Source: an optimization exercise on an open RTL-to-GDS flow (aim: small area, a short achievable clock period and few clock cycles). Production flows keep margins and buffers that such runs may drop.
At most, simulation tests tie the RTL to the original design; equivalence was not proved.
No functional check of the RTL was part of runs 1 and 2.
No activity file was given, so power comes from the tool's default toggle rates.

==> flow/config.mk <==
export PLATFORM = sky130hd
export DESIGN_NAME = vpu_core
export DESIGN_NICKNAME = vpu_core
export VERILOG_FILES = /design/flow/design.v
export SDC_FILE = /design/flow/constraint.sdc
export NUM_CORES = 4
export LEC_CHECK = 0
export CAP_MARGIN = 20
export CORE_MARGIN = 2
export CORE_UTILIZATION = 40
export CTS_BUF_LIST = sky130_fd_sc_hd__clkbuf_16
export CTS_CLUSTER_DIAMETER = 100
export CTS_CLUSTER_SIZE = 24
export SETUP_SLACK_MARGIN = 3.0
export SLEW_MARGIN = 20
==> flow/constraint.sdc <==
create_clock -name core_clock -period 5.5 [get_ports {clk}]
set_input_delay 1.1000 -clock core_clock [delete_from_list [all_inputs] [get_ports {clk}]]
set_output_delay 1.1000 -clock core_clock [all_outputs]
set_load 0.01 [all_outputs]
==> flow/design.v <==
package vpu_pkg;
    localparam int LANES    = 4;
    localparam int LANE_W   = 16;
    localparam int NUM_REGS = 8;
    localparam int VEC_W    = LANES * LANE_W;
    localparam int REG_AW   = $clog2(NUM_REGS);
    localparam int MEM_AW   = 12;
    localparam int PC_W     = 8;
    localparam int INSTR_W  = 32;
    localparam int IMM_W    = 12;
    localparam int OPC_MSB = 31;
    localparam int OPC_LSB = 28;
    localparam int VD_MSB  = 27;
    localparam int VD_LSB  = 25;
    localparam int VS1_MSB = 24;
    localparam int VS1_LSB = 22;
    localparam int VS2_MSB = 21;
    localparam int VS2_LSB = 19;
    localparam int IMM_MSB = 11;
    localparam int IMM_LSB = 0;
    typedef logic [LANE_W-1:0]  lane_t;
    typedef logic [VEC_W-1:0]   vec_t;
    typedef logic [REG_AW-1:0]  reg_addr_t;
    typedef logic [MEM_AW-1:0]  mem_addr_t;
    typedef logic [PC_W-1:0]    pc_t;
    typedef logic [INSTR_W-1:0] instr_t;
    typedef logic [IMM_W-1:0]   imm_t;
    typedef enum logic [3:0] {
        OP_NOP    = 4'd0,
        OP_VADD   = 4'd1,
        OP_VSUB   = 4'd2,
        OP_VAND   = 4'd3,
        OP_VOR    = 4'd4,
        OP_VXOR   = 4'd5,
        OP_VADDI  = 4'd6,
        OP_VLOAD  = 4'd7,
        OP_VSTORE = 4'd8,
        OP_JUMP   = 4'd9
    } opcode_e;
    typedef enum logic [1:0] {
        WB_NONE = 2'd0,
        WB_ALU  = 2'd1,
        WB_MEM  = 2'd2
    } wb_sel_e;
endpackage
`timescale 1ns/1ps
module fetch_unit (
    input  logic           clk,
    input  logic           rst_n,
    input  logic           advance,
    input  logic           jump,
    input  vpu_pkg::pc_t   jump_target,
    output vpu_pkg::pc_t   pc
);
    vpu_pkg::pc_t pc_next;
    assign pc_next = jump ? jump_target : pc + vpu_pkg::pc_t'(1);
    always_ff @(posedge clk) begin
        if (!rst_n) begin
            pc <= '0;
        end else if (advance) begin
            pc <= pc_next;
        end
    end
endmodule
`timescale 1ns/1ps
module instr_decoder (
    input  vpu_pkg::instr_t    instr,
    input  logic [7:0]         rf_valid,     
    output logic [7:0]         sel_a,
    output logic [7:0]         sel_b,
    output logic               sel_imm,
    output logic               use_a,
    output logic               use_b,
    output logic               writes,
    output logic               op_arith,
    output logic               op_sub,
    output logic               op_and,
    output logic               op_or,
    output logic               op_xor,
    output logic               op_load,
    output logic               op_store,
    output logic               jump
);
    logic [3:0] opc;
    logic [2:0] vs1;
    logic [2:0] vs2;
    logic       is_rr;
    logic       is_addi;
    assign opc = instr[vpu_pkg::OPC_MSB:vpu_pkg::OPC_LSB];
    assign vs1 = instr[vpu_pkg::VS1_MSB:vpu_pkg::VS1_LSB];
    assign vs2 = instr[vpu_pkg::VS2_MSB:vpu_pkg::VS2_LSB];
    assign is_rr    = (opc >= 4'd1) && (opc <= 4'd5);
    assign is_addi  = (opc == 4'd6);
    assign op_load  = (opc == 4'd7);
    assign op_store = (opc == 4'd8);
    assign jump     = (opc == 4'd9);
    assign writes   = is_rr || is_addi || op_load;
    assign op_arith = (opc == 4'd1) || (opc == 4'd2) || is_addi;
    assign op_sub   = (opc == 4'd2);
    assign op_and   = (opc == 4'd3);
    assign op_or    = (opc == 4'd4);
    assign op_xor   = (opc == 4'd5);
    assign sel_imm  = is_addi;
    assign use_a    = is_rr || is_addi;
    assign use_b    = is_rr || op_store;
    always_comb begin
        for (int i = 0; i < 8; i++) begin
            sel_a[i] = use_a && (vs1 == 3'(i)) && rf_valid[i];
            sel_b[i] = use_b && (vs2 == 3'(i)) && rf_valid[i];
        end
    end
endmodule
`timescale 1ns/1ps
module vector_regfile (
    input  logic               clk,
    input  logic [7:0]         wen,
    input  vpu_pkg::vec_t      wdata,
    input  logic [7:0]         sel_a,
    input  logic [7:0]         sel_b,
    input  logic               sel_imm,
    input  logic               sel_wr_a,
    input  logic               sel_wr_b,
    input  vpu_pkg::imm_t      imm,
    output vpu_pkg::vec_t      rdata_a,
    output vpu_pkg::vec_t      rdata_b
);
    vpu_pkg::vec_t regs [vpu_pkg::NUM_REGS];
    vpu_pkg::vec_t imm_vec;
    always_ff @(posedge clk) begin
        for (int i = 0; i < vpu_pkg::NUM_REGS; i++) begin
            if (wen[i]) begin
                regs[i] <= wdata;
            end
        end
    end
    assign imm_vec = {vpu_pkg::LANES{{(vpu_pkg::LANE_W-vpu_pkg::IMM_W){1'b0}}, imm}};
    always_comb begin
        rdata_a = wdata & {vpu_pkg::VEC_W{sel_wr_a}};
        rdata_b = (imm_vec & {vpu_pkg::VEC_W{sel_imm}}) | (wdata & {vpu_pkg::VEC_W{sel_wr_b}});
        for (int i = 0; i < vpu_pkg::NUM_REGS; i++) begin
            rdata_a = rdata_a | (regs[i] & {vpu_pkg::VEC_W{sel_a[i]}});
            rdata_b = rdata_b | (regs[i] & {vpu_pkg::VEC_W{sel_b[i]}});
        end
    end
endmodule
`timescale 1ns/1ps
module vector_alu (
    input  logic             op_arith,
    input  logic             op_sub,
    input  logic             op_and,
    input  logic             op_or,
    input  logic             op_xor,
    input  logic             op_load,
    input  vpu_pkg::vec_t    vec_a,
    input  vpu_pkg::vec_t    vec_b,
    input  vpu_pkg::vec_t    mem_data,
    output vpu_pkg::vec_t    carry,
    output vpu_pkg::vec_t    result_c0,
    output vpu_pkg::vec_t    result_c1
);
    localparam int W = vpu_pkg::LANE_W;
    for (genvar l = 0; l < vpu_pkg::LANES; l++) begin : g_lane
        logic [W-1:0] a;
        logic [W-1:0] b;
        logic [W-1:0] p;
        logic [W-1:0] g;
        logic [W-1:0] gl [5];
        logic [W-1:0] pl [5];
        logic [W-1:0] q;
        logic [W-1:0] other;
        assign a = vec_a[l*W +: W];
        assign b = vec_b[l*W +: W];
        assign p = a ^ b;
        assign g = a & b;
        always_comb begin
            gl[0] = g;
            pl[0] = p;
            for (int k = 1; k < 5; k++) begin
                for (int i = 0; i < W; i++) begin
                    if (i >= (1 << (k - 1))) begin
                        gl[k][i] = gl[k-1][i] | (pl[k-1][i] & gl[k-1][i - (1 << (k - 1))]);
                        pl[k][i] = pl[k-1][i] & pl[k-1][i - (1 << (k - 1))];
                    end else begin
                        gl[k][i] = gl[k-1][i];
                        pl[k][i] = pl[k-1][i];
                    end
                end
            end
        end
        assign carry[l*W +: W] = {gl[4][W-2:0], 1'b0};
        assign q     = p ^ {W{op_sub}};
        assign other = ((a & b) & {W{op_and}})
                     | ((a | b) & {W{op_or}})
                     | ((a ^ b) & {W{op_xor}})
                     | (mem_data[l*W +: W] & {W{op_load}});
        assign result_c0[l*W +: W] = ( q & {W{op_arith}}) | other;
        assign result_c1[l*W +: W] = (~q & {W{op_arith}}) | other;
    end
endmodule
`timescale 1ns/1ps
module operand_forward (
    input  logic               fwd,
    input  vpu_pkg::vec_t      rf_data,
    input  vpu_pkg::vec_t      ex_result,
    output vpu_pkg::vec_t      operand
);
    assign operand = fwd ? ex_result : rf_data;
endmodule
`timescale 1ns/1ps
module vpu_core (
    input  logic               clk,
    input  logic               rst_n,
    input  logic               en,
    output vpu_pkg::pc_t       pc,
    input  vpu_pkg::instr_t    instr,
    output vpu_pkg::mem_addr_t mem_addr,
    output logic               mem_read,
    output logic               mem_write,
    output vpu_pkg::vec_t      mem_wdata,
    input  vpu_pkg::vec_t      mem_rdata,
    output logic               data_out_vld,
    output vpu_pkg::vec_t      data_out,
    output vpu_pkg::reg_addr_t reg_wb
);
    logic [7:0]         id_sel_a;
    logic [7:0]         id_sel_b;
    logic               id_sel_imm;
    logic               id_use_a;
    logic               id_use_b;
    logic               id_writes;
    logic               id_arith;
    logic               id_sub;
    logic               id_and;
    logic               id_or;
    logic               id_xor;
    logic               id_load;
    logic               id_store;
    logic               id_jump;
    logic               stall;
    logic               advance;
    logic [7:0]         rf_valid;
    logic               id_wr_a;
    logic               id_wr_b;
    logic [7:0]         rd_sel_a;
    logic [7:0]         rd_sel_b;
    logic               rd_sel_imm;
    logic               rd_wr_a;
    logic               rd_wr_b;
    logic               rd_fwd_a;
    logic               rd_fwd_b;
    logic               rd_writes;
    logic               rd_arith;
    logic               rd_sub;
    logic               rd_and;
    logic               rd_or;
    logic               rd_xor;
    logic               rd_load;
    logic               rd_store;
    vpu_pkg::reg_addr_t rd_vd;
    vpu_pkg::imm_t      rd_imm;
    vpu_pkg::vec_t      rd_a;
    vpu_pkg::vec_t      rd_b;
    logic               ex_writes;
    logic               ex_store;
    vpu_pkg::reg_addr_t ex_vd;
    vpu_pkg::mem_addr_t mem_addr_q;
    logic               fwd_a;
    logic               fwd_b;
    vpu_pkg::vec_t      rd_op_a;
    vpu_pkg::vec_t      rd_op_b;
    logic               ex_arith;
    logic               ex_sub;
    logic               ex_and;
    logic               ex_or;
    logic               ex_xor;
    logic               ex_load;
    vpu_pkg::vec_t      ex_a;
    vpu_pkg::vec_t      ex_b;
    vpu_pkg::vec_t      ex_result;
    vpu_pkg::vec_t      ex_carry;
    vpu_pkg::vec_t      ex_result_c0;
    vpu_pkg::vec_t      ex_result_c1;
    vpu_pkg::vec_t      rd_op_a_c0;
    vpu_pkg::vec_t      rd_op_a_c1;
    vpu_pkg::vec_t      rd_op_b_c0;
    vpu_pkg::vec_t      rd_op_b_c1;
    logic               wb_valid;
    logic [7:0]         wb_wen;
    logic               id_fwd_a;
    logic               id_fwd_b;
    vpu_pkg::reg_addr_t wb_vd;
    vpu_pkg::vec_t      wb_data;
    assign stall   = rd_load && ex_store;
    assign advance = en && !stall;
    fetch_unit u_fetch (
        .clk         (clk),
        .rst_n       (rst_n),
        .advance     (advance),
        .jump        (id_jump),
        .jump_target (instr[vpu_pkg::PC_W-1:0]),
        .pc          (pc)
    );
    instr_decoder u_decoder (
        .instr    (instr),
        .rf_valid (rf_valid | wb_wen),
        .sel_a    (id_sel_a),
        .sel_b    (id_sel_b),
        .sel_imm  (id_sel_imm),
        .use_a    (id_use_a),
        .use_b    (id_use_b),
        .writes   (id_writes),
        .op_arith (id_arith),
        .op_sub   (id_sub),
        .op_and   (id_and),
        .op_or    (id_or),
        .op_xor   (id_xor),
        .op_load  (id_load),
        .op_store (id_store),
        .jump     (id_jump)
    );
    always_ff @(posedge clk) begin
        if (!rst_n) begin
            rd_writes <= 1'b0;
            rd_load   <= 1'b0;
            rd_store  <= 1'b0;
        end else if (advance) begin
            rd_writes <= id_writes;
            rd_load   <= id_load;
            rd_store  <= id_store;
        end
    end
    assign id_fwd_a = id_use_a && rd_writes && (instr[vpu_pkg::VS1_MSB:vpu_pkg::VS1_LSB] == rd_vd);
    assign id_fwd_b = id_use_b && rd_writes && (instr[vpu_pkg::VS2_MSB:vpu_pkg::VS2_LSB] == rd_vd);
    assign id_wr_a = id_use_a && ex_writes && (instr[vpu_pkg::VS1_MSB:vpu_pkg::VS1_LSB] == ex_vd);
    assign id_wr_b = id_use_b && ex_writes && (instr[vpu_pkg::VS2_MSB:vpu_pkg::VS2_LSB] == ex_vd);
    always_ff @(posedge clk) begin
        if (advance) begin
            rd_sel_a   <= id_wr_a ? 8'd0 : id_sel_a;
            rd_sel_b   <= id_wr_b ? 8'd0 : id_sel_b;
            rd_wr_a    <= id_wr_a;
            rd_wr_b    <= id_wr_b;
            rd_sel_imm <= id_sel_imm;
            rd_fwd_a   <= id_fwd_a;
            rd_fwd_b   <= id_fwd_b;
            rd_arith   <= id_arith;
            rd_sub     <= id_sub;
            rd_and     <= id_and;
            rd_or      <= id_or;
            rd_xor     <= id_xor;
            rd_vd      <= instr[vpu_pkg::VD_MSB:vpu_pkg::VD_LSB];
            rd_imm     <= instr[vpu_pkg::IMM_MSB:vpu_pkg::IMM_LSB];
        end
    end
    vector_regfile u_regfile (
        .clk     (clk),
        .wen      (wb_wen & {8{en}}),
        .wdata    (wb_data),
        .sel_a    (rd_sel_a),
        .sel_b    (rd_sel_b),
        .sel_imm  (rd_sel_imm),
        .sel_wr_a (rd_wr_a),
        .sel_wr_b (rd_wr_b),
        .imm     (rd_imm),
        .rdata_a (rd_a),
        .rdata_b (rd_b)
    );
    always_ff @(posedge clk) begin
        if (!rst_n) begin
            ex_writes <= 1'b0;
            ex_store  <= 1'b0;
        end else if (en) begin
            ex_writes <= rd_writes && !stall;
            ex_store  <= rd_store && !stall;
        end
    end
    assign fwd_a = rd_fwd_a;
    assign fwd_b = rd_fwd_b;
    operand_forward u_fwd_a0 (
        .fwd       (fwd_a),
        .rf_data   (rd_a),
        .ex_result (ex_result_c0),
        .operand   (rd_op_a_c0)
    );
    operand_forward u_fwd_a1 (
        .fwd       (fwd_a),
        .rf_data   (rd_a),
        .ex_result (ex_result_c1),
        .operand   (rd_op_a_c1)
    );
    operand_forward u_fwd_b0 (
        .fwd       (fwd_b),
        .rf_data   (rd_b),
        .ex_result (ex_result_c0),
        .operand   (rd_op_b_c0)
    );
    operand_forward u_fwd_b1 (
        .fwd       (fwd_b),
        .rf_data   (rd_b),
        .ex_result (ex_result_c1),
        .operand   (rd_op_b_c1)
    );
    assign rd_op_a = ex_carry & (rd_op_a_c1 ^ {vpu_pkg::VEC_W{rd_sub}})
                   | ~ex_carry & (rd_op_a_c0 ^ {vpu_pkg::VEC_W{rd_sub}});
    assign rd_op_b = ex_carry & rd_op_b_c1 | ~ex_carry & rd_op_b_c0;
    always_ff @(posedge clk) begin
        if (en) begin
            ex_vd    <= rd_vd;
            ex_arith <= rd_arith;
            ex_sub   <= rd_sub;
            ex_and   <= rd_and;
            ex_or    <= rd_or;
            ex_xor   <= rd_xor;
            ex_load  <= rd_load;
            ex_a     <= rd_op_a;
            ex_b     <= rd_op_b;
        end
    end
    always_ff @(posedge clk) begin
        if (en) begin
            mem_addr_q <= (rd_store || stall) ? rd_imm : instr[vpu_pkg::IMM_MSB:vpu_pkg::IMM_LSB];
        end
    end
    assign mem_addr  = mem_addr_q;
    assign mem_read  = en;
    assign mem_write = en && ex_store;
    assign mem_wdata = ex_b;
    vector_alu u_alu (
        .op_arith (ex_arith),
        .op_sub   (ex_sub),
        .op_and   (ex_and),
        .op_or    (ex_or),
        .op_xor   (ex_xor),
        .op_load  (ex_load),
        .vec_a    (ex_a),
        .vec_b    (ex_b),
        .mem_data  (mem_rdata),
        .carry     (ex_carry),
        .result_c0 (ex_result_c0),
        .result_c1 (ex_result_c1)
    );
    assign ex_result = ex_carry & ex_result_c1 | ~ex_carry & ex_result_c0;
    always_ff @(posedge clk) begin
        if (!rst_n) begin
            wb_valid <= 1'b0;
            rf_valid <= '0;
        end else if (en) begin
            wb_valid <= ex_writes;
            rf_valid <= rf_valid | wb_wen;
        end
    end
    always_ff @(posedge clk) begin
        if (en) begin
            wb_vd   <= ex_vd;
            wb_data <= ex_result;
        end
    end
    always_comb begin
        for (int i = 0; i < 8; i++) begin
            wb_wen[i] = wb_valid && (wb_vd == 3'(i));
        end
    end
    assign data_out_vld = en && wb_valid;
    assign data_out     = wb_data;
    assign reg_wb       = wb_vd;
endmodule
==> flow/flow/run.sh <==
#!/bin/bash
set -euo pipefail
cd "$(dirname "$0")/.."
export BUFFER_PORTS_ARGS="-buffer_cell sky130_fd_sc_hd__buf_1"
bash standard.sh finish > standard_flow.log 2>&1
==> flow/standard.sh <==
#!/bin/bash
# synth_recipe.tcl (not shown) runs the flow's synth.tcl, then flattens the netlist and writes it again
# the make line also repeats each setting of config.mk as NAME=value (left out here)
make -C /OpenROAD-flow-scripts/flow DESIGN_CONFIG=/design/flow/config.mk WORK_HOME=/design/flow/orfs CLKGATE_MAP_FILE= SYNTH_SCRIPT=/design/flow/synth_recipe.tcl "${@:-finish}"
==> results.tsv, run 1 <==
stage	metric	value	unit
run_status	status	finished clean	
critical_path	cpPeakStageDelay	0.44	ns
floorplan	ios	253	
hold_path	holdPathStages	0	
drt	first_pass_iters	9	
floorplan	start_util	0.405	
pwr	combPwrFrac	0.192	
timing	rsz0062_at_grt	true	
pwr	p_seq_frac	0.541	
timing	hold_slack	0.453	ns
timing	fin_tns_setup	0	ns
timing	slew_viol_final	0	
clock_tree	clk_latency	0.62	ns
placement	numPortBuffers	245	
timing	clock.fmax	0.339	GHz
floorplan	die_h	315	µm
timing	skew	0.0268	ns
global_routing	first_global_vias	29200	
global_routing	overflow	0	
clock_tree	cts_tree	yes	
logic_synthesis	postSynthCellCount	3001	
timing	finalSetupViolCount	0	
clock_tree	clkTransAtPathRegs	0.10	ns
clock_tree	cts-buffers-inserted	41	
clock_tree	max-clock-path-buffers	3	
pwr	clkPwrFrac	0.267	
floorplan	dieWidth	315	µm
drt	num_vias	30600	
logic_synthesis	syn-mean-instance-area	12.9	µm²
cells_and_area	drive_gt1_frac	0.194	
cells_and_area	final_core_util	0.481	
critical_path	crit_slowest_cell	edfxtp_1	
clock_tree	clock-sinks	791	
placement	dpl.hpwl	86.6	mm
cells_and_area	final_cell_mix	edfxtp_1 (769), buf_4 (227), buf_1 (209)	
critical_path	crit_buf_inv	3	
timing	hold_viol	0	
global_routing	antenna_found_initial	2	
timing	worst_slack	2.55	ns
cells_and_area	area_growth	18.7	%
timing	min_period	2.95	ns
drt	wl	150	mm
critical_path	start_kind	flop	
logic_synthesis	synth_cell_types	74	
flow_run	drv_cap	0	
timing	finalCritPeriodShare	0.537	
pwr	p_leak	16.1	nW
logic_synthesis	syn_area	38600	µm²
critical_path	r2r_start	ex_b[50]$_DFFE_PP_	
drt	detail-route-antenna-nets	0	
drt	drc	0	
cells_and_area	layout_commonest_cell	edfxtp_1	
critical_path	rr_worst_depth	12	
critical_path	worst-path-stages	12	
timing	slew_headroom	0.291	
logic_synthesis	synthArstFlopShare	0	
pwr	power	12.9	mW
critical_path	cpMostUsedCell	buf_4	
hold_path	hold_start	rd_xor$_DFFE_PP_	
pwr	p_per_area	282	nW/µm²
critical_path	cp_top_family	compound AO/OA/AOI/OAI gates	
critical_path	rr_endpoint	ex_a[60]$_DFFE_PP_	
critical_path	arrival	3.31	ns
critical_path	critPathKind	flop to flop	
critical_path	cp_max_fo	4	
cells_and_area	nets	3601	
logic_synthesis	yosys_warnings	14	
drt	drt-initial-drc-count	5627	
critical_path	path_cells	inv_2 > ha_4 > a21oi_4 > nand2_2 > a211o_4 > a2111oi_4 > buf_4 > buf_4 > nor3_1 > o21ai_2 > a31oi_1 > xor2_1	
global_routing	grt_pass1_wl	210	mm
critical_path	required	5.86	ns
logic_synthesis	synth-edff-count	769	
pwr	swShare	0.282	
floorplan	rows	113	
clock_tree	cts_max_level	2	
drt	routedWlPerCell	32.2	µm
logic_synthesis	ys_ff_latch	791	
placement	gp_congestion	0.883	
clock_tree	cts-root-buf	clkbuf_16	
floorplan	design.core.area	95300	µm²
timing	tightest_slew	1.06	ns
placement	place_ws	1.90	ns
hold_path	holdPathEnd	ex_xor$_DFFE_PP_	
logic_synthesis	syn_nets	3229	
cells_and_area	fill_cells	8410	
drt	viasPerCell	6.57	
floorplan	dieArea	99100	µm²
global_routing	grt_max_degree	111	
critical_path	rrSetupSlack	2.55	ns
global_routing	track_usage	0.291	
hold_path	hold_class	flop to flop	
pwr	max-vdd-ir-drop	0.188	mV
logic_synthesis	synth_ff_type	edfxtp_1	
pwr	p_switching	3.65	mW
logic_synthesis	seq_area_frac_synth	0.609	
pwr	p_int	9.27	mW
critical_path	end_kind	flop	
[flip-flops by register name, summed over array words and instances, names as in the netlist, 3 cells and up]
register and count:
ex_a 64, ex_b 64, ex_vd 3, mem_addr_q 12, rd_imm 12, rd_sel_a 8, rd_sel_b 8, rd_vd 3
rf_valid 8, u_fetch.pc 8, u_regfile.regs 512, wb_data 64, wb_vd 3
[worst max path at each step]
stage | startpoint | end | slack, ns
after floorplan | en | u_regfile.regs[2][0]$_DFFE_PP_ | 2.78
after global placement | en | u_fetch.pc[4]$_SDFFE_PN0P_ | 1.89
after detailed placement | en | u_fetch.pc[4]$_SDFFE_PN0P_ | 1.90
after CTS | ex_b[50]$_DFFE_PP_ | ex_a[61]$_DFFE_PP_ | 2.50
after global routing | ex_b[50]$_DFFE_PP_ | ex_a[61]$_DFFE_PP_ | 2.47
final | ex_b[50]$_DFFE_PP_ | ex_a[60]$_DFFE_PP_ | 2.55
[worst register-to-register path: cells and delay by family, from the launching register on]
family | cells | cell delay (ns)
AO/OA/AOI/OAI | 5 | 1.30
XOR/XNOR | 1 | 0.17
adder cells (fa/ha/maj) | 1 | 0.23
buffers and inverters | 3 | 0.42
flip-flops | 1 | 0.44
AND/OR/NAND/NOR | 2 | 0.16
[cells in the mapped netlist, drive strengths merged, types with 45 or more instances]
cell	count	share of area
a221oi	146	0.033
nand2	127	0.012
a22oi	168	0.033
nand3	91	0.012
nor2	45	0.0044
xnor2	103	0.023
buf	62	0.0074
o21ai	87	0.011
edfxtp	769	0.60
a222oi	114	0.030
xor2	86	0.020
nor3	89	0.012
a21oi	153	0.020
clkbuf	152	0.016
inv	195	0.019
a22o	142	0.032
ha	129	0.042
[power by group through the flow]
stage	registers, mW	clock network, mW	logic, mW
CTS	6.99	3.49	2.20
global placement	7.23	0	1.73
floorplan	7.17	0	1.07
global route	7.00	3.66	2.63
finish	6.99	3.45	2.48
detailed placement	7.23	0	1.74
[area by class of cell]
type                            count  area, µm²  area share
Sequential cell                   791      23500       0.513
Multi-Input combinational cell   1802      15000       0.327
Antenna cell                        1       2.50   0.0000546
Clock buffer                       43       1080      0.0235
Clock inverter                     15        128     0.00278
Tap cell                         1265       1580      0.0345
Timing Repair Buffer              540       3780      0.0826
Inverter                          197        751      0.0164
[metal layers]
metal  GRT usage  part of all wire
met1       0.399              0.39
met2       0.443              0.44
met3      0.0818              0.13
met4       0.103             0.039
met5           0            0.0011
[repair_timing]
item / in CTS / in global routing
gates cloned: 6 / 0
hold buffers: 0 / 0
gates resized for setup: 231 / 155
buffers inserted: 148 / 76
setup endpoints to repair: 660 / 253
hold endpoints to repair: 0 / 0
pin swaps: 104 / 132
[through the flow]
stage                     instance area [µm²]  instances
after global placement                  41200       4365
after global routing                    45800       4653
after detailed placement                41200       4365
final                                   45800       4654
after floorplan                         38900       3001
after CTS                               44600       4577
[logic make-up (layout without fill, tap and decap cells)]
logic type / count (synthesis) / after routing / share of synthesized area
other cells: 0 / 1 / 0
flops: 791 / 791 / 0.609
simple gates: 445 / 450 / 0.0560
compound gates: 1016 / 1016 / 0.202
xor+xnor: 189 / 189 / 0.0429
buf+inv: 413 / 795 / 0.0425
fa+ha+maj: 129 / 129 / 0.0418
mux: 18 / 18 / 0.00515
==> run 2: changes to the inputs <==
--- a/flow/config.mk
+++ b/flow/config.mk
@@ -11,5 +11,5 @@
 export CTS_BUF_LIST = sky130_fd_sc_hd__clkbuf_16
 export CTS_CLUSTER_DIAMETER = 100
 export CTS_CLUSTER_SIZE = 24
-export SETUP_SLACK_MARGIN = 3.0
+export SETUP_SLACK_MARGIN = 3.2
 export SLEW_MARGIN = 20
==> results.tsv, run 2 <==
stage	metric	value	unit
pwr	max-vdd-ir-drop	0.197	mV
clock_tree	clk_latency	0.63	ns
cells_and_area	layout_commonest_cell	edfxtp_1	
logic_synthesis	synth_cell_types	74	
clock_tree	cts-root-buf	clkbuf_16	
timing	min_period	2.94	ns
timing	finalCritPeriodShare	0.535	
floorplan	rows	113	
floorplan	dieWidth	315	µm
timing	finalSetupViolCount	0	
clock_tree	cts_max_level	2	
drt	detail-route-antenna-nets	0	
drt	drc	0	
global_routing	grt_pass1_wl	210	mm
global_routing	track_usage	0.292	
clock_tree	hold_buffers	0	
floorplan	die_h	315	µm
drt	num_vias	30800	
pwr	p_switching	3.73	mW
critical_path	arrival	3.29	ns
pwr	swShare	0.281	
logic_synthesis	synthArstFlopShare	0	
critical_path	rrSetupSlack	2.56	ns
floorplan	ios	253	
placement	dpl.hpwl	87.1	mm
placement	gp_congestion	0.876	
cells_and_area	fill_cells	8342	
drt	first_pass_iters	9	
pwr	p_leak	16.8	nW
logic_synthesis	yosysMostFrequentCell	edfxtp_1	
critical_path	crit_slowest_cell	edfxtp_1	
drt	routedWlPerCell	31.8	µm
critical_path	cpPeakStageDelay	0.46	ns
timing	slew_headroom	0.363	
pwr	clkPwrFrac	0.272	
timing	tightest_slew	0.956	ns
pwr	power	13.3	mW
timing	hold_slack	0.426	ns
critical_path	required	5.85	ns
critical_path	cp_max_fo	4	
clock_tree	max-clock-path-buffers	3	
timing	skew	0.0395	ns
hold_path	hold_class	flop to flop	
floorplan	dieArea	99100	µm²
cells_and_area	final_cell_mix	edfxtp_1 (769), buf_4 (244), a22oi_1 (168)	
clock_tree	clock-sinks	791	
flow_run	drv_cap	0	
logic_synthesis	synth_common_cells	edfxtp_1 (769), inv_1 (195), a22oi_1 (168)	
timing	clock.fmax	0.340	GHz
pwr	p_per_area	281	nW/µm²
logic_synthesis	syn_area	38600	µm²
pwr	p_int	9.53	mW
cells_and_area	largest_reg_flops	512	
global_routing	first_global_vias	29400	
drt	wl	150	mm
cells_and_area	drive_gt1_frac	0.242	
logic_synthesis	synth.top_cells.by_area	edfxtp_1 (60%), ha_1 (4.2%), a221oi_1 (3.3%)	
critical_path	start_kind	flop	
drt	drt-initial-drc-count	5624	
critical_path	critPathKind	flop to flop	
timing	fin_tns_setup	0	ns
logic_synthesis	yosys_warnings	14	
timing	slew_viol_final	0	
global_routing	grt_max_degree	125	
cells_and_area	area_growth	22.0	%
drt	viasPerCell	6.54	
global_routing	antenna_found_initial	3	
logic_synthesis	ys_ff_latch	791	
global_routing	overflow	0	
cells_and_area	nets	3650	
run_status	status	finished clean	
logic_synthesis	synth_ff_type	edfxtp_1	
clock_tree	cts-buffers-inserted	42	
clock_tree	cts_tree	yes	
pwr	p_seq_frac	0.527	
floorplan	design.core.area	95300	µm²
critical_path	end_kind	flop	
cells_and_area	regMostFlops	u_regfile.regs	
clock_tree	clkTransAtPathRegs	0.10	ns
critical_path	path_cells	inv_2 > ha_4 > a21o_1 > a221o_1 > a211oi_4 > buf_4 > o21ai_4 > a21o_1 > a31oi_4 > a21oi_1 > xor2_1	
timing	hold_viol	0	
logic_synthesis	syn-mean-instance-area	12.9	µm²
pwr	combPwrFrac	0.201	
placement	numPortBuffers	245	
floorplan	start_util	0.405	
logic_synthesis	yosysTopAreaCellShare	0.598	
logic_synthesis	synth-edff-count	769	
cells_and_area	final_core_util	0.494	
logic_synthesis	syn_nets	3229	
timing	rsz0062_at_grt	true	
logic_synthesis	postSynthCellCount	3001	
logic_synthesis	yosysTopAreaCell	edfxtp_1	
logic_synthesis	seq_area_frac_synth	0.609	
critical_path	cpMostUsedCell	a21o_1	
## run 2: changes by cell type in the layout (fill, tap and decap cells not counted), sizes merged
cell and delta:
clkinv -1, bufinv +1, buf +22, nor2 -3, clkbuf +31, inv -1
## run 2: power groups by stage
| stage | clock, mW | combinational [mW] | sequential [mW] |
|---|---|---|---|
| CTS | 3.63 | 2.40 | 6.98 |
| finish | 3.60 | 2.67 | 6.98 |
| floorplan | 0 | 1.10 | 7.17 |
| global placement | 0 | 1.75 | 7.23 |
| global route | 3.83 | 2.82 | 7.00 |
| detailed placement | 0 | 1.76 | 7.24 |
## run 2: final cells by class
class                      count  area (µm²)  area share
multi-input combinational   1799       15200       0.324
tap                         1265        1580      0.0336
clock buffer                  45        1130      0.0239
sequential                   791       23500       0.500
inverter                     197         761      0.0162
clock inverter                14         161     0.00343
antenna                        1        2.50   0.0000531
timing repair buffer         591        4680      0.0993
## run 2: final timing paths
path                       from            endpoint  depth (start not counted)
min             rd_or$_DFFE_PP_     ex_or$_DFFE_PP_                          0
max          ex_b[38]$_DFFE_PP_  ex_a[43]$_DFFE_PP_                         11
min reg2reg     rd_or$_DFFE_PP_     ex_or$_DFFE_PP_                          0
max reg2reg  ex_b[38]$_DFFE_PP_  ex_a[43]$_DFFE_PP_                         11
## run 2: per-layer routing
layer | vias to the layer above | wire length, µm | track usage
met3 | 364 | 19600 | 0.0736
met4 | 2 | 6140 | 0.102
met1 | 15300 | 58100 | 0.403
li1 | 12800 | - | -
met5 | - | 13 | 0
met2 | 2309 | 65600 | 0.447
## run 2: worst max-delay path: cells and delay by family, from the launching register on
family,cells,cell delay (ns)
flip-flops,1,0.46
buffers and inverters,2,0.29
XOR/XNOR,1,0.18
adder cells (fa/ha/maj),1,0.20
AO/OA/AOI/OAI,7,1.51
## run 2: kinds of logic (layout without fill, tap and decap cells)
logic type,after synthesis,in the layout,synth area share
buf+inv,413,847,0.0425
other cells,0,1,0
xor+xnor,189,189,0.0429
simple gates,445,447,0.0560
fa+ha+maj,129,129,0.0418
compound gates,1016,1016,0.202
flops,791,791,0.609
mux,18,18,0.00515
## run 2: per-stage QoR
stage	cell area [µm²]	worst slack [ns]	cells
finish	47100	2.56	4703
detailed placement	41300	2.05	4370
floorplan	39100	2.78	3001
global route	47100	2.48	4702
global placement	41300	2.06	4370
CTS	46000	2.58	4642
## run 2: timing repair
| item | CTS | global route |
|---|---|---|
| gates cloned | 2 | 1 |
| buffers inserted | 211 | 59 |
| setup endpoints to repair | 763 | 358 |
| gates resized for setup | 462 | 176 |
| pin swaps | 98 | 57 |
==> run 3: changes to the inputs <==
--- a/flow/design.v
+++ b/flow/design.v
@@ -237,6 +237,11 @@
     logic               id_store;
     logic               id_jump;
     logic               stall;
+    logic               id_early;
+    logic               port_live;
+    logic               rd_early;
+    logic               rd_needs_port;
+    logic               imm_eq;
     logic               advance;
     logic [7:0]         rf_valid;
     logic               id_wr_a;
@@ -290,7 +295,10 @@
     logic               id_fwd_b;
     vpu_pkg::reg_addr_t wb_vd;
     vpu_pkg::vec_t      wb_data;
-    assign stall   = rd_load && ex_store;
+    assign rd_needs_port = rd_load && !rd_early;
+    assign stall         = rd_needs_port && ex_store;
+    assign imm_eq   = (instr[vpu_pkg::IMM_MSB:vpu_pkg::IMM_LSB] == rd_imm);
+    assign id_early = id_load && port_live && !(rd_store && imm_eq);
     assign advance = en && !stall;
     fetch_unit u_fetch (
         .clk         (clk),
@@ -323,10 +331,12 @@
             rd_writes <= 1'b0;
             rd_load   <= 1'b0;
             rd_store  <= 1'b0;
+            rd_early  <= 1'b0;
         end else if (advance) begin
             rd_writes <= id_writes;
             rd_load   <= id_load;
             rd_store  <= id_store;
+            rd_early  <= id_early;
         end
     end
     assign id_fwd_a = id_use_a && rd_writes && (instr[vpu_pkg::VS1_MSB:vpu_pkg::VS1_LSB] == rd_vd);
@@ -401,26 +411,34 @@
     );
     assign rd_op_a = ex_carry & (rd_op_a_c1 ^ {vpu_pkg::VEC_W{rd_sub}})
                    | ~ex_carry & (rd_op_a_c0 ^ {vpu_pkg::VEC_W{rd_sub}});
-    assign rd_op_b = ex_carry & rd_op_b_c1 | ~ex_carry & rd_op_b_c0;
+    assign rd_op_b = (ex_carry & rd_op_b_c1 | ~ex_carry & rd_op_b_c0)
+                   | (mem_rdata & {vpu_pkg::VEC_W{rd_early}});
     always_ff @(posedge clk) begin
         if (en) begin
             ex_vd    <= rd_vd;
             ex_arith <= rd_arith;
             ex_sub   <= rd_sub;
             ex_and   <= rd_and;
-            ex_or    <= rd_or;
+            ex_or    <= rd_or || (rd_load && !rd_needs_port);
             ex_xor   <= rd_xor;
-            ex_load  <= rd_load;
+            ex_load  <= rd_needs_port;
             ex_a     <= rd_op_a;
             ex_b     <= rd_op_b;
         end
     end
     always_ff @(posedge clk) begin
+        if (!rst_n) begin
+            port_live <= 1'b0;
+        end else if (en) begin
+            port_live <= !rd_store && !stall && !(id_load && !id_early);
+        end
+    end
+    always_ff @(posedge clk) begin
         if (en) begin
             mem_addr_q <= (rd_store || stall) ? rd_imm : instr[vpu_pkg::IMM_MSB:vpu_pkg::IMM_LSB];
         end
     end
-    assign mem_addr  = mem_addr_q;
+    assign mem_addr  = port_live ? instr[vpu_pkg::IMM_MSB:vpu_pkg::IMM_LSB] : mem_addr_q;
     assign mem_read  = en;
     assign mem_write = en && ex_store;
     assign mem_wdata = ex_b;
--- a/flow/config.mk
+++ b/flow/config.mk
@@ -11,5 +11,6 @@
 export CTS_BUF_LIST = sky130_fd_sc_hd__clkbuf_16
 export CTS_CLUSTER_DIAMETER = 100
 export CTS_CLUSTER_SIZE = 24
-export SETUP_SLACK_MARGIN = 3.2
+export SETUP_SLACK_MARGIN = 3.0
 export SLEW_MARGIN = 20
+export TNS_END_PERCENT = 5
==> results.tsv, run 3 <==
stage	metric	value	unit
logic_synthesis	synth_ff_type	edfxtp_1	
global_routing	first_global_vias	30200	
drt	first_pass_iters	12	
pwr	p_switching	3.67	mW
hold_path	hold_class	flop to flop	
clock_tree	cts_max_level	2	
logic_synthesis	yosysTopAreaCellShare	0.578	
floorplan	die_h	320	µm
placement	placed_cell_area	42400	µm²
logic_synthesis	synth_common_cells	edfxtp_1 (769), a22oi_1 (247), nand2_1 (232)	
clock_tree	cts-buffers-inserted	42	
critical_path	end_kind	flop	
cells_and_area	final_cells	4765	
global_routing	grt_max_degree	121	
timing	slew_viol_final	0	
clock_tree	cts-root-buf	clkbuf_16	
critical_path	crit_slowest_cell	inv_2	
timing	slew_headroom	0.201	
timing	worst_slack	2.77	ns
placement	placed_cells	4603	
flow_run	drv_cap	0	
critical_path	path_cells	buf_4 > inv_2 > buf_4 > nand4_1 > o21ai_0 > xnor2_1	
clock_tree	max-clock-path-buffers	3	
critical_path	cp_max_fo	32	
cells_and_area	nets	3683	
clock_tree	clock-sinks	793	
global_routing	antenna_found_initial	5	
logic_synthesis	ys_ff_latch	793	
timing	rsz0062_at_grt	true	
floorplan	start_util	0.405	
floorplan	ios	253	
pwr	swShare	0.283	
drt	drc	0	
cells_and_area	layout_commonest_cell	edfxtp_1	
pwr	max-vdd-ir-drop	0.239	mV
cells_and_area	largest_reg_flops	512	
drt	wl	154	mm
placement	dpl.hpwl	91.4	mm
clock_tree	cts_tree	yes	
logic_synthesis	yosys_warnings	14	
critical_path	cpPeakStageDelay	0.57	ns
timing	hold_slack	0.430	ns
global_routing	track_usage	0.289	
logic_synthesis	synth.top_cells.by_area	edfxtp_1 (58%), a22oi_1 (4.6%), ha_1 (4.0%)	
placement	place_ws	1.83	ns
timing	min_period	2.73	ns
placement	numPortBuffers	245	
floorplan	design.core.area	98700	µm²
critical_path	cpMostUsedCell	buf_4	
cells_and_area	antenna_cells	0	
clock_tree	clkTransAtPathRegs	0.10	ns
timing	clock.fmax	0.367	GHz
critical_path	required	5.85	ns
cells_and_area	regMostFlops	u_regfile.regs	
timing	finalSetupViolCount	0	
logic_synthesis	yosysTopAreaCell	edfxtp_1	
global_routing	grt_pass1_wl	216	mm
global_routing	overflow	0	
cells_and_area	drive_gt1_frac	0.139	
pwr	p_leak	15.7	nW
timing	fin_tns_setup	0	ns
drt	detail-route-antenna-nets	0	
logic_synthesis	syn_area	39900	µm²
run_status	status	finished clean	
timing	skew	0.0344	ns
floorplan	dieArea	102000	µm²
pwr	p_seq_frac	0.548	
logic_synthesis	syn-mean-instance-area	12.4	µm²
logic_synthesis	yosysMostFrequentCell	edfxtp_1	
cells_and_area	final_core_util	0.464	
pwr	power	13.0	mW
critical_path	crit_buf_inv	3	
cells_and_area	final_cell_mix	edfxtp_1 (769), a22oi_1 (247), nand2_1 (226)	
pwr	clkPwrFrac	0.278	
clock_tree	hold_buffers	0	
drt	num_vias	32000	
clock_tree	clk_latency	0.62	ns
drt	routedWlPerCell	32.3	µm
critical_path	start_kind	flop	
pwr	p_per_area	283	nW/µm²
logic_synthesis	synthArstFlopShare	0	
floorplan	dieWidth	320	µm
critical_path	critPathKind	flop to flop	
logic_synthesis	seq_area_frac_synth	0.590	
logic_synthesis	synth_cell_types	86	
critical_path	arrival	3.08	ns
timing	tightest_slew	1.20	ns
timing	finalCritPeriodShare	0.496	
pwr	combPwrFrac	0.174	
drt	viasPerCell	6.72	
placement	gp_congestion	0.909	
floorplan	rows	115	
cells_and_area	area_growth	14.8	%
pwr	p_int	9.31	mW
cells_and_area	stdcell_area	45800	µm²
logic_synthesis	synth-edff-count	769	
logic_synthesis	postSynthCellCount	3227	
drt	drt-initial-drc-count	5433	
critical_path	cp_top_family	buffers and inverters	
logic_synthesis	syn_nets	3455	
cells_and_area	fill_cells	8872	
timing	hold_viol	0	
run 3: final cells by class:
type                            count  area, µm²  area share
Clock buffer                       45       1130      0.0246
Clock inverter                     22        181     0.00396
Timing Repair Buffer              423       2820      0.0614
Multi-Input combinational cell   2025      15900       0.346
Inverter                          170        643      0.0140
Sequential cell                   793      23600       0.515
Tap cell                         1287       1610      0.0351
run 3: power groups by stage:
| stage | combinational [mW] | clock, mW | sequential (mW) |
|---|---|---|---|
| after detailed placement | 1.86 | 0 | 7.26 |
| after floorplan | 1.16 | 0 | 7.19 |
| after CTS | 2.09 | 3.64 | 7.11 |
| final | 2.26 | 3.61 | 7.11 |
| after global routing | 2.39 | 3.84 | 7.14 |
| after global placement | 1.85 | 0 | 7.26 |
run 3: layer usage:
metal	wire (µm)	vias up	share of wire	GRT usage
met4	5800	8	0.038	0.101
li1	-	13300	-	-
met1	59600	15900	0.39	0.400
met5	58	-	0.00038	0
met2	67100	2484	0.44	0.436
met3	21200	348	0.14	0.0785
run 3: logic make-up (layout without fill, tap and decap cells):
| family | count (synthesis) | after routing | synth area share |
|---|---|---|---|
| and+or+nand+nor | 572 | 572 | 0.0676 |
| adders and majority gates | 129 | 129 | 0.0404 |
| DFF | 793 | 793 | 0.590 |
| xor gates and xnor gates | 200 | 200 | 0.0441 |
| muxes | 31 | 31 | 0.00852 |
| buffers and inverters | 409 | 660 | 0.0415 |
| AOI/OAI and AO/OA | 1093 | 1093 | 0.208 |
run 3: timing repair:
action	CTS	global route
setup endpoints to repair	585	427
pin swaps	35	28
resized for setup	216	94
gates cloned	1	0
buffers inserted	55	39
run 3: worst paths after layout:
check,cells past startpoint,start,to,slack (ns)
setup / recovery,6,rd_fwd_a$_DFFE_PP_,ex_a[16]$_DFFE_PP_,2.77
hold / removal,0,rd_and$_DFFE_PP_,ex_and$_DFFE_PP_,0.43
setup reg to reg,6,rd_fwd_a$_DFFE_PP_,ex_a[16]$_DFFE_PP_,2.77
hold reg to reg,0,rd_and$_DFFE_PP_,ex_and$_DFFE_PP_,0.43
Testbench counts of run 3, summed over its fixed seeds: cycles 17,656.
==> run 4: changes to the inputs <==
--- a/flow/config.mk
+++ b/flow/config.mk
@@ -11,6 +11,5 @@
 export CTS_BUF_LIST = sky130_fd_sc_hd__clkbuf_16
 export CTS_CLUSTER_DIAMETER = 100
 export CTS_CLUSTER_SIZE = 24
-export SETUP_SLACK_MARGIN = 3.0
+export SETUP_SLACK_MARGIN = 2.6
 export SLEW_MARGIN = 20
-export TNS_END_PERCENT = 5
==> results.tsv, run 4 <==
stage	metric	value	unit
timing	slew_viol_final	0	
global_routing	grt_max_degree	106	
logic_synthesis	postSynthCellCount	3227	
hold_path	hold_class	flop to flop	
floorplan	die_h	320	µm
logic_synthesis	synthArstFlopShare	0	
critical_path	rr_endpoint	ex_a[5]$_DFFE_PP_	
logic_synthesis	syn-mean-instance-area	12.4	µm²
global_routing	antenna_found_initial	2	
global_routing	grt_pass1_wl	215	mm
clock_tree	clkTransAtPathRegs	0.09	ns
logic_synthesis	yosysMostFrequentCell	edfxtp_1	
critical_path	start_kind	flop	
cells_and_area	nets	3587	
critical_path	worst-path-stages	8	
drt	viasPerCell	6.72	
floorplan	start_util	0.405	
cells_and_area	multi_input_area	14900	µm²
logic_synthesis	synth_ff_type	edfxtp_1	
cells_and_area	final_cell_mix	edfxtp_1 (769), a22oi_1 (247), buf_1 (244)	
hold_path	holdPathStages	0	
timing	min_period	2.93	ns
floorplan	dieArea	102000	µm²
clock_tree	max-clock-path-buffers	3	
run_status	status	finished clean	
cells_and_area	area_growth	9.60	%
cells_and_area	fill_cells	9005	
floorplan	ios	253	
hold_path	hold_start	rd_and$_DFFE_PP_	
clock_tree	hold_buffers	0	
pwr	max-vdd-ir-drop	0.270	mV
pwr	p_seq_frac	0.568	
critical_path	end_kind	flop	
critical_path	path_cells	ha_1 > a211oi_4 > o21bai_2 > a21o_1 > xnor2_1 > a21oi_2 > a21oi_1 > xor2_1	
pwr	clkPwrFrac	0.276	
cells_and_area	regMostFlops	u_regfile.regs	
cells_and_area	largest_reg_flops	512	
hold_path	holdPathEnd	ex_and$_DFFE_PP_	
logic_synthesis	synth-edff-count	769	
placement	numPortBuffers	245	
cells_and_area	seq_area	23600	µm²
logic_synthesis	yosysTopAreaCellShare	0.578	
drt	drt-initial-drc-count	5502	
pwr	combPwrFrac	0.155	
placement	placed_cells	4598	
logic_synthesis	muxShareOfSynthArea	0.00852	
logic_synthesis	seq_area_frac_synth	0.590	
pwr	p_per_area	287	nW/µm²
timing	finalSetupViolCount	0	
clock_tree	cts-buffers-inserted	41	
floorplan	design.core.area	98700	µm²
timing	tightest_slew	1.17	ns
logic_synthesis	synth.top_cells.by_area	edfxtp_1 (58%), a22oi_1 (4.6%), ha_1 (4.0%)	
cells_and_area	drive_gt1_frac	0.0652	
global_routing	track_usage	0.288	
critical_path	critPathKind	flop to flop	
critical_path	cp_top_family	compound AO/OA/AOI/OAI gates	
cells_and_area	final_core_util	0.443	
pwr	p_int	9.00	mW
logic_synthesis	synth_compound_area_frac	0.208	
critical_path	crit_buf_inv	0	
cells_and_area	layout_commonest_cell	edfxtp_1	
logic_synthesis	syn_area	39900	µm²
timing	clock.fmax	0.341	GHz
logic_synthesis	synth_top_family_by_area	compound AO/OA/AOI/OAI gates	
drt	detail-route-antenna-nets	0	
drt	wl	153	mm
critical_path	arrival	3.28	ns
timing	hold_viol	0	
logic_synthesis	synth-simple-area-share	0.0676	
pwr	p_switching	3.54	mW
logic_synthesis	yosys_warnings	14	
timing	finalCritPeriodShare	0.533	
logic_synthesis	synth_cell_types	86	
drt	num_vias	31300	
clock_tree	clk_latency	0.64	ns
placement	dpl.hpwl	89.9	mm
logic_synthesis	synth_xor_area_frac	0.0441	
clock_tree	cts_max_level	2	
timing	fin_tns_setup	0	ns
critical_path	cp_max_fo	4	
critical_path	r2r_start	ex_b[0]$_DFFE_PP_	
logic_synthesis	ys_ff_latch	793	
critical_path	required	5.85	ns
critical_path	rr_worst_depth	8	
logic_synthesis	synth_common_cells	edfxtp_1 (769), a22oi_1 (247), nand2_1 (232)	
placement	gp_congestion	0.909	
timing	rsz0062_at_grt	true	
logic_synthesis	yosysTopAreaCell	edfxtp_1	
floorplan	dieWidth	320	µm
drt	routedWlPerCell	32.7	µm
clock_tree	clock-sinks	793	
global_routing	overflow	0	
critical_path	rrSetupSlack	2.57	ns
flow_run	drv_cap	0	
clock_tree	cts-root-buf	clkbuf_16	
drt	drc	0	
drt	first_pass_iters	9	
clock_tree	cts_tree	yes	
critical_path	crit_slowest_cell	a21oi_2	
logic_synthesis	synthAdderAreaFrac	0.0404	
global_routing	first_global_vias	29800	
logic_synthesis	syn_nets	3455	
critical_path	cpPeakStageDelay	0.46	ns
timing	skew	0.0409	ns
floorplan	rows	115	
pwr	p_leak	14.9	nW
cells_and_area	final_cells	4662	
timing	slew_headroom	0.216	
pwr	swShare	0.282	
[run 4: power groups by stage]
stage	combinational, mW	clock [mW]	sequential (mW)
4_1_cts	1.88	3.50	7.12
6_report	1.95	3.47	7.13
2_1_floorplan	1.16	0	7.19
5_1_grt	2.08	3.68	7.15
3_5_place_dp	1.85	0	7.26
3_3_place_gp	1.84	0	7.25
[run 4: per-stage QoR]
step	instance area, µm²	power (mW)	hold WS [ns]	setup slack (ns)
2_1_floorplan	40000	8.35	0.400	2.13
3_3_place_gp	42300	9.09	0.403	1.77
3_5_place_dp	42300	9.11	0.406	1.71
4_1_cts	43600	12.5	0.428	2.46
5_1_grt	43800	12.9	0.453	2.51
6_report	43800	12.5	0.432	2.57
[run 4: final cells by class]
cell class | instances | share of cell area
antenna | 3 | 0.000172
clock buffer | 43 | 0.0246
clock inverter | 13 | 0.00269
inverter | 170 | 0.0147
multi-input combinational | 2025 | 0.341
sequential | 793 | 0.539
tap | 1287 | 0.0368
timing repair buffer | 328 | 0.0412
[run 4: per-layer routing]
layer,vias up,GRT usage,share of wire
met4,4,0.109,0.038
met3,332,0.0838,0.13
li1,13100,-,-
met5,-,0,0.00022
met1,15700,0.393,0.39
met2,2232,0.433,0.44
[run 4: what timing repair did]
item	CTS	global route
gates cloned	0	0
buffers inserted	1	4
gates resized for setup	20	18
pin swaps	1	4
setup endpoints to repair	196	31
[run 4: kinds of logic (layout without fill, tap and decap cells)]
family	after synthesis	after routing
AO/OA/AOI/OAI	1093	1093
flip-flops	793	793
AND/OR/NAND/NOR	572	572
buffers and inverters	409	554
XOR/XNOR	200	200
adder cells (fa/ha/maj)	129	129
multiplexers	31	31
other	0	3
[run 4: worst max-delay path by stage]
| stage | startpoint | endpoint | slack (ns) |
|---|---|---|---|
| after global routing | ex_b[17]$_DFFE_PP_ | ex_a[28]$_DFFE_PP_ | 2.51 |
| after detailed placement | en | u_regfile.regs[7][24]$_DFFE_PP_ | 1.71 |
| after CTS | en | mem_read | 2.46 |
| final | ex_b[0]$_DFFE_PP_ | ex_a[5]$_DFFE_PP_ | 2.57 |
| after global placement | en | u_regfile.regs[7][24]$_DFFE_PP_ | 1.77 |
| after floorplan | en | u_regfile.regs[0][0]$_DFFE_PP_ | 2.13 |
==> run 5: changes to the inputs <==
--- a/flow/config.mk
+++ b/flow/config.mk
@@ -11,5 +11,5 @@
 export CTS_BUF_LIST = sky130_fd_sc_hd__clkbuf_16
 export CTS_CLUSTER_DIAMETER = 100
 export CTS_CLUSTER_SIZE = 24
-export SETUP_SLACK_MARGIN = 2.6
+export SETUP_SLACK_MARGIN = 2.9
 export SLEW_MARGIN = 20
==> results.tsv, run 5 <==
stage	metric	value	unit
run_status	status	finished clean	
logic_synthesis	synth-edff-count	769	
pwr	power	12.9	mW
critical_path	cpMostUsedCell	buf_4	
timing	tightest_slew	1.02	ns
placement	gp_congestion	0.932	
global_routing	antenna_found_initial	5	
critical_path	required	5.84	ns
cells_and_area	final_cell_mix	edfxtp_1 (769), a22oi_1 (247), nand2_1 (230)	
logic_synthesis	yosysTopAreaCell	edfxtp_1	
logic_synthesis	yosys_warnings	14	
drt	num_vias	31800	
global_routing	grt_pass1_wl	215	mm
clock_tree	cts_max_level	2	
critical_path	worst-path-stages	8	
floorplan	ios	253	
pwr	max-vdd-ir-drop	0.215	mV
cells_and_area	largest_reg_flops	512	
placement	place_ws	2.04	ns
drt	wl	153	mm
cells_and_area	nets	3721	
critical_path	cp_max_fo	34	
timing	worst_slack	2.78	ns
timing	fin_tns_setup	0	ns
cells_and_area	drive_gt1_frac	0.149	
floorplan	dieArea	102000	µm²
hold_path	holdPathStages	0	
logic_synthesis	postSynthCellCount	3227	
logic_synthesis	syn_area	39900	µm²
hold_path	hold_class	flop to flop	
placement	numPortBuffers	245	
critical_path	crit_buf_inv	3	
clock_tree	clock-sinks	793	
logic_synthesis	ys_ff_latch	793	
floorplan	start_util	0.405	
pwr	p_leak	15.9	nW
drt	drt-initial-drc-count	5268	
timing	finalCritPeriodShare	0.495	
timing	min_period	2.72	ns
global_routing	grt_max_degree	88	
clock_tree	cts-buffers-inserted	41	
critical_path	arrival	3.07	ns
timing	finalSetupViolCount	0	
timing	hold_viol	0	
logic_synthesis	syn-mean-instance-area	12.4	µm²
flow_run	drv_cap	0	
logic_synthesis	synth_common_cells	edfxtp_1 (769), a22oi_1 (247), nand2_1 (232)	
logic_synthesis	seq_area_frac_synth	0.590	
logic_synthesis	synth_cell_types	86	
critical_path	path_cells	buf_4 > buf_6 > nand2_1 > a311oi_2 > a211oi_2 > buf_4 > a32o_2 > xnor2_2	
timing	rsz0062_at_grt	true	
cells_and_area	regMostFlops	u_regfile.regs	
critical_path	end_kind	flop	
global_routing	first_global_vias	30000	
drt	viasPerCell	6.63	
global_routing	track_usage	0.288	
logic_synthesis	syn_nets	3455	
floorplan	dieWidth	320	µm
critical_path	critPathKind	flop to flop	
drt	detail-route-antenna-nets	0	
critical_path	cpPeakStageDelay	0.54	ns
cells_and_area	multi_input_area	15800	µm²
critical_path	crit_slowest_cell	buf_4	
cells_and_area	antenna_cells	0	
placement	placed_cells	4597	
cells_and_area	final_cells	4802	
drt	drc	0	
drt	routedWlPerCell	31.9	µm
logic_synthesis	synth.top_cells.by_area	edfxtp_1 (58%), a22oi_1 (4.6%), ha_1 (4.0%)	
placement	dpl.hpwl	88.6	mm
timing	slew_headroom	0.321	
critical_path	rr_worst_depth	8	
clock_tree	cts-root-buf	clkbuf_16	
logic_synthesis	yosysMostFrequentCell	edfxtp_1	
clock_tree	clkTransAtPathRegs	0.09	ns
timing	clock.fmax	0.367	GHz
clock_tree	clk_latency	0.63	ns
cells_and_area	area_growth	15.3	%
global_routing	overflow	0	
clock_tree	cts_tree	yes	
cells_and_area	seq_area	23600	µm²
logic_synthesis	synth_ff_type	edfxtp_1	
timing	slew_viol_final	0	
logic_synthesis	synthArstFlopShare	0	
critical_path	cp_top_family	buffers and inverters	
clock_tree	max-clock-path-buffers	3	
pwr	p_per_area	280	nW/µm²
timing	skew	0.0448	ns
cells_and_area	fill_cells	8919	
critical_path	start_kind	flop	
floorplan	design.core.area	98700	µm²
floorplan	rows	115	
logic_synthesis	yosysTopAreaCellShare	0.578	
floorplan	die_h	320	µm
drt	first_pass_iters	7	
cells_and_area	layout_commonest_cell	edfxtp_1	
run 5: changes by cell type in the layout (fill, tap and decap cells not counted), moves of 9 or more:
cell     previous run  this run
buf_4              64       175
a21oi_1           148       124
mux2_4              0        12
ha_4                1        20
buf_8               0        11
buf_1             244       202
mux2_2             24        12
ha_2                1        25
buf_2               0        15
buf_6               0        32
xnor2_1           130       121
ha_1              127        84
a21oi_2            10        34
xnor2_2             1        10
run 5: path summary, 6_finish.rpt:
kind | start | end | slack, ns
hold / removal | rd_and$_DFFE_PP_ | ex_and$_DFFE_PP_ | 0.43
hold reg to reg | rd_and$_DFFE_PP_ | ex_and$_DFFE_PP_ | 0.43
setup reg to reg | ex_arith$_DFFE_PP_ | ex_a[27]$_DFFE_PP_ | 2.78
setup / recovery | ex_arith$_DFFE_PP_ | ex_a[27]$_DFFE_PP_ | 2.78
run 5: power breakdown:
| part | leakage (nW) | switching [mW] | internal [mW] | total (mW) |
|---|---|---|---|---|
| Sequential | 7.26 | 0.182 | 6.87 | 7.06 |
| Combinational | 7.97 | 1.46 | 0.909 | 2.37 |
| Clock | 0.641 | 2.02 | 1.45 | 3.47 |
| Total | 15.9 | 3.66 | 9.23 | 12.9 |
run 5: logic make-up (layout without fill, tap and decap cells):
| family | Yosys count | in the layout | synth area share |
|---|---|---|---|
| multiplexers | 31 | 31 | 0.00852 |
| buffers and inverters | 409 | 697 | 0.0415 |
| flip-flops | 793 | 793 | 0.590 |
| AND/OR/NAND/NOR | 572 | 572 | 0.0676 |
| AO/OA/AOI/OAI | 1093 | 1093 | 0.208 |
| XOR/XNOR | 200 | 200 | 0.0441 |
| adder cells (fa/ha/maj) | 129 | 129 | 0.0404 |
run 5: metal layers:
| metal | global-route usage | part of all wire | vias to the layer above |
|---|---|---|---|
| met1 | 0.396 | 0.39 | 15800 |
| met4 | 0.102 | 0.036 | 6 |
| met5 | 0 | 0.00027 | - |
| li1 | - | - | 13300 |
| met2 | 0.439 | 0.44 | 2410 |
| met3 | 0.0769 | 0.13 | 312 |
run 5: repair_timing:
action	4_1_cts	5_1_grt
resized for setup	205	122
hold buffers	0	0
hold endpoints to repair	0	0
endpoints found under the setup margin	327	115
buffers inserted	82	57
gates cloned	1	0
pin swaps	36	53
run 5: final cells by class:
class | instances | share of cell area
well taps | 1287 | 0.0350
multi-input cells | 2025 | 0.343
flip-flops and latches | 793 | 0.512
clock buffers | 43 | 0.0234
clock inverters | 22 | 0.00321
repair buffers | 462 | 0.0692
inverters | 170 | 0.0140
run 5: stage by stage:
step / instance area (µm²) / hold slack (ns) / util
2_1_floorplan: 40000 / 0.400 / -
5_1_grt: 46000 / 0.448 / 0.466
3_3_place_gp: 42300 / 0.406 / 0.429
4_1_cts: 45000 / 0.432 / 0.456
3_5_place_dp: 42300 / 0.409 / 0.429
6_report: 46000 / 0.430 / 0.466
==> run 6: changes to the inputs <==
--- a/flow/config.mk
+++ b/flow/config.mk
@@ -11,5 +11,5 @@
 export CTS_BUF_LIST = sky130_fd_sc_hd__clkbuf_16
 export CTS_CLUSTER_DIAMETER = 100
 export CTS_CLUSTER_SIZE = 24
-export SETUP_SLACK_MARGIN = 2.9
+export SETUP_SLACK_MARGIN = 3.0
 export SLEW_MARGIN = 20
==> results.tsv, run 6 <==
stage	metric	value	unit
logic_synthesis	muxShareOfSynthArea	0.00852	
logic_synthesis	ys_ff_latch	793	
critical_path	crit_slowest_cell	mux2_4	
floorplan	start_util	0.405	
global_routing	antenna_found_initial	7	
cells_and_area	drive_gt1_frac	0.174	
cells_and_area	final_cell_mix	edfxtp_1 (769), a22oi_1 (247), nand2_1 (225)	
pwr	p_leak	16.2	nW
logic_synthesis	synthArstFlopShare	0	
critical_path	crit_buf_inv	2	
run_status	status	finished clean	
logic_synthesis	synth-simple-area-share	0.0676	
critical_path	required	4.40	ns
placement	place_ws	1.83	ns
clock_tree	cts-buffers-inserted	42	
timing	clock.fmax	0.369	GHz
logic_synthesis	synth_ff_type	edfxtp_1	
drt	viasPerCell	6.66	
drt	wl	154	mm
timing	finalCritPeriodShare	0.493	
logic_synthesis	postSynthCellCount	3227	
drt	routedWlPerCell	32.0	µm
logic_synthesis	synth_xor_area_frac	0.0441	
global_routing	overflow	0	
logic_synthesis	yosys_warnings	14	
logic_synthesis	yosysTopAreaCellShare	0.578	
timing	hold_viol	0	
critical_path	end_kind	output pin	
critical_path	path_cells	buf_6 > mux2_4 > buf_6	
placement	numPortBuffers	245	
hold_path	hold_class	flop to flop	
logic_synthesis	synth_top_family_by_area	compound AO/OA/AOI/OAI gates	
cells_and_area	regMostFlops	u_regfile.regs	
logic_synthesis	synth_cell_types	86	
timing	worst_slack	2.79	ns
logic_synthesis	synth.top_cells.by_area	edfxtp_1 (58%), a22oi_1 (4.6%), ha_1 (4.0%)	
placement	dpl.hpwl	86.6	mm
logic_synthesis	synth_common_cells	edfxtp_1 (769), a22oi_1 (247), nand2_1 (232)	
floorplan	ios	253	
critical_path	cpMostUsedCell	buf_6	
cells_and_area	final_cells	4822	
logic_synthesis	synth_compound_area_frac	0.208	
global_routing	track_usage	0.289	
critical_path	cp_max_fo	5	
logic_synthesis	syn-mean-instance-area	12.4	µm²
clock_tree	clkTransAtPathRegs	0.10	ns
global_routing	first_global_vias	30000	
drt	num_vias	32100	
cells_and_area	nets	3739	
critical_path	critPathKind	primary input to output pin	
clock_tree	clock-sinks	793	
logic_synthesis	synth-edff-count	769	
cells_and_area	layout_commonest_cell	edfxtp_1	
logic_synthesis	yosysMostFrequentCell	edfxtp_1	
pwr	power	13.1	mW
clock_tree	cts_tree	yes	
timing	rsz0062_at_grt	true	
clock_tree	cts-root-buf	clkbuf_16	
cells_and_area	final_core_util	0.475	
drt	detail-route-antenna-nets	0	
logic_synthesis	syn_area	39900	µm²
floorplan	dieWidth	320	µm
floorplan	design.core.area	98700	µm²
critical_path	start_kind	primary input	
critical_path	cpPeakStageDelay	0.27	ns
timing	fin_tns_setup	0	ns
logic_synthesis	yosysTopAreaCell	edfxtp_1	
timing	min_period	2.71	ns
drt	first_pass_iters	9	
timing	tightest_slew	1.04	ns
timing	skew	0.0345	ns
cells_and_area	largest_reg_flops	512	
floorplan	rows	115	
clock_tree	cts_max_level	2	
global_routing	grt_max_degree	147	
floorplan	dieArea	102000	µm²
cells_and_area	fill_cells	8697	
flow_run	drv_cap	0	
pwr	p_per_area	280	nW/µm²
clock_tree	max-clock-path-buffers	3	
timing	slew_headroom	0.305	
drt	drt-initial-drc-count	5570	
timing	slew_viol_final	0	
logic_synthesis	synthAdderAreaFrac	0.0404	
placement	gp_congestion	0.916	
critical_path	arrival	1.61	ns
placement	placed_cells	4586	
clock_tree	clk_latency	0.64	ns
logic_synthesis	seq_area_frac_synth	0.590	
floorplan	die_h	320	µm
cells_and_area	area_growth	17.5	%
logic_synthesis	syn_nets	3455	
global_routing	grt_pass1_wl	216	mm
pwr	max-vdd-ir-drop	0.233	mV
critical_path	cp_top_family	multiplexers	
drt	drc	0	
timing	finalSetupViolCount	0	
[run 6: cell count changes in the layout (fill, tap and decap cells not counted), moves of 10 or more]
cell	change
a21oi_1	-10
buf_1	-16
buf_4	-10
ha_1	-11
ha_4	+11
buf_6	+31
[run 6: layout make-up]
type / count / area (µm²) / share of cell area
Tap cell: 1287 / 1610 / 0.0343
Clock inverter: 24 / 181 / 0.00387
Clock buffer: 43 / 1080 / 0.0229
Antenna cell: 1 / 2.50 / 0.0000533
Multi-Input combinational cell: 2026 / 16300 / 0.347
Sequential cell: 793 / 23600 / 0.503
Timing Repair Buffer: 478 / 3550 / 0.0756
Inverter: 170 / 659 / 0.0141
[run 6: final timing paths]
check	end	startpoint	cells past startpoint	slack, ns
setup / recovery	mem_addr[5]	instr[5]	3	2.79
hold / removal	ex_xor$_DFFE_PP_	rd_xor$_DFFE_PP_	0	0.44
setup reg to reg	ex_b[26]$_DFFE_PP_	ex_a[23]$_DFFE_PP_	9	2.85
hold reg to reg	ex_xor$_DFFE_PP_	rd_xor$_DFFE_PP_	0	0.44
[run 6: cells by family after synthesis]
kind of cell             after synthesis
AO/OA/AOI/OAI                       1093
flip-flops                           793
AND/OR/NAND/NOR                      572
buffers and inverters                409
XOR/XNOR                             200
adder cells (fa/ha/maj)              129
multiplexers                          31
[run 6: power breakdown]
part	internal [mW]	total, mW	switching [mW]	leakage, nW
Sequential	6.87	7.01	0.136	7.26
Combinational	1.01	2.58	1.57	8.26
Clock	1.47	3.54	2.07	0.662
[run 6: timing repair]
action                     4_1_cts  5_1_grt
buffers inserted               133       33
resized for setup              288      179
hold buffers                     0        0
cloned                           2        0
setup endpoints to repair      508      125
pin swaps                       58       88
[run 6: through the flow]
step	cell area, µm²	hold WS [ns]
6_report	46900	0.439
3_3_place_gp	42300	0.407
2_1_floorplan	40000	0.400
4_1_cts	45900	0.438
3_5_place_dp	42300	0.413
5_1_grt	46900	0.458
[run 6: per-layer routing]
layer,share of wire,vias up,track usage
li1,-,13400,-
met5,0.00063,-,0
met2,0.44,2467,0.438
met3,0.14,362,0.0737
met4,0.037,10,0.105
met1,0.39,15900,0.401

-- re-timing with driven ports --
No port has a modelled driver above. Below, the same layouts with a new extraction and two added sets of constraints. Step 1 (the two cells are an assumption about what drives the block):
set clk [get_ports {clk}]
set_driving_cell -lib_cell sky130_fd_sc_hd__clkbuf_16 $clk
set_driving_cell -lib_cell sky130_fd_sc_hd__buf_2 [delete_from_list [all_inputs] $clk]
Step 2 times the ports against the registers' clock, not the clock port: input delays grow and output delays shrink by t, the midpoint of the rising clock arrivals with the driver on. Three values: no drivers, after step 1, after step 2; two values: the first two.
run | t, ns | setup slack, ns | worst setup path after step 2 | worst register clock-pin slew, ns | worst slew at a driven data input, ns
run 1 | 0.671 | 2.548 / 2.548 / 2.343 | input to register | 0.10 / 0.10 | 0.12
run 2 | 0.674 | 2.560 / 2.560 / 2.534 | input to register | 0.11 / 0.11 | 0.19
run 3 | 0.667 | 2.772 / 2.719 / 2.102 | input to register | 0.10 / 0.10 | 0.15
run 4 | 0.684 | 2.567 / 2.567 / 2.012 | input to register | 0.11 / 0.11 | 0.11
run 5 | 0.674 | 2.776 / 2.746 / 2.243 | input to register | 0.11 / 0.11 | 0.15
run 6 | 0.687 | 2.788 / 2.740 / 2.462 | input to register | 0.11 / 0.11 | 0.14
After both steps setup and hold are still met in every run listed. For run 3, which loses most, drivers alone change the setup slack by -0.053 ns; drivers and shift together by -0.670 ns.
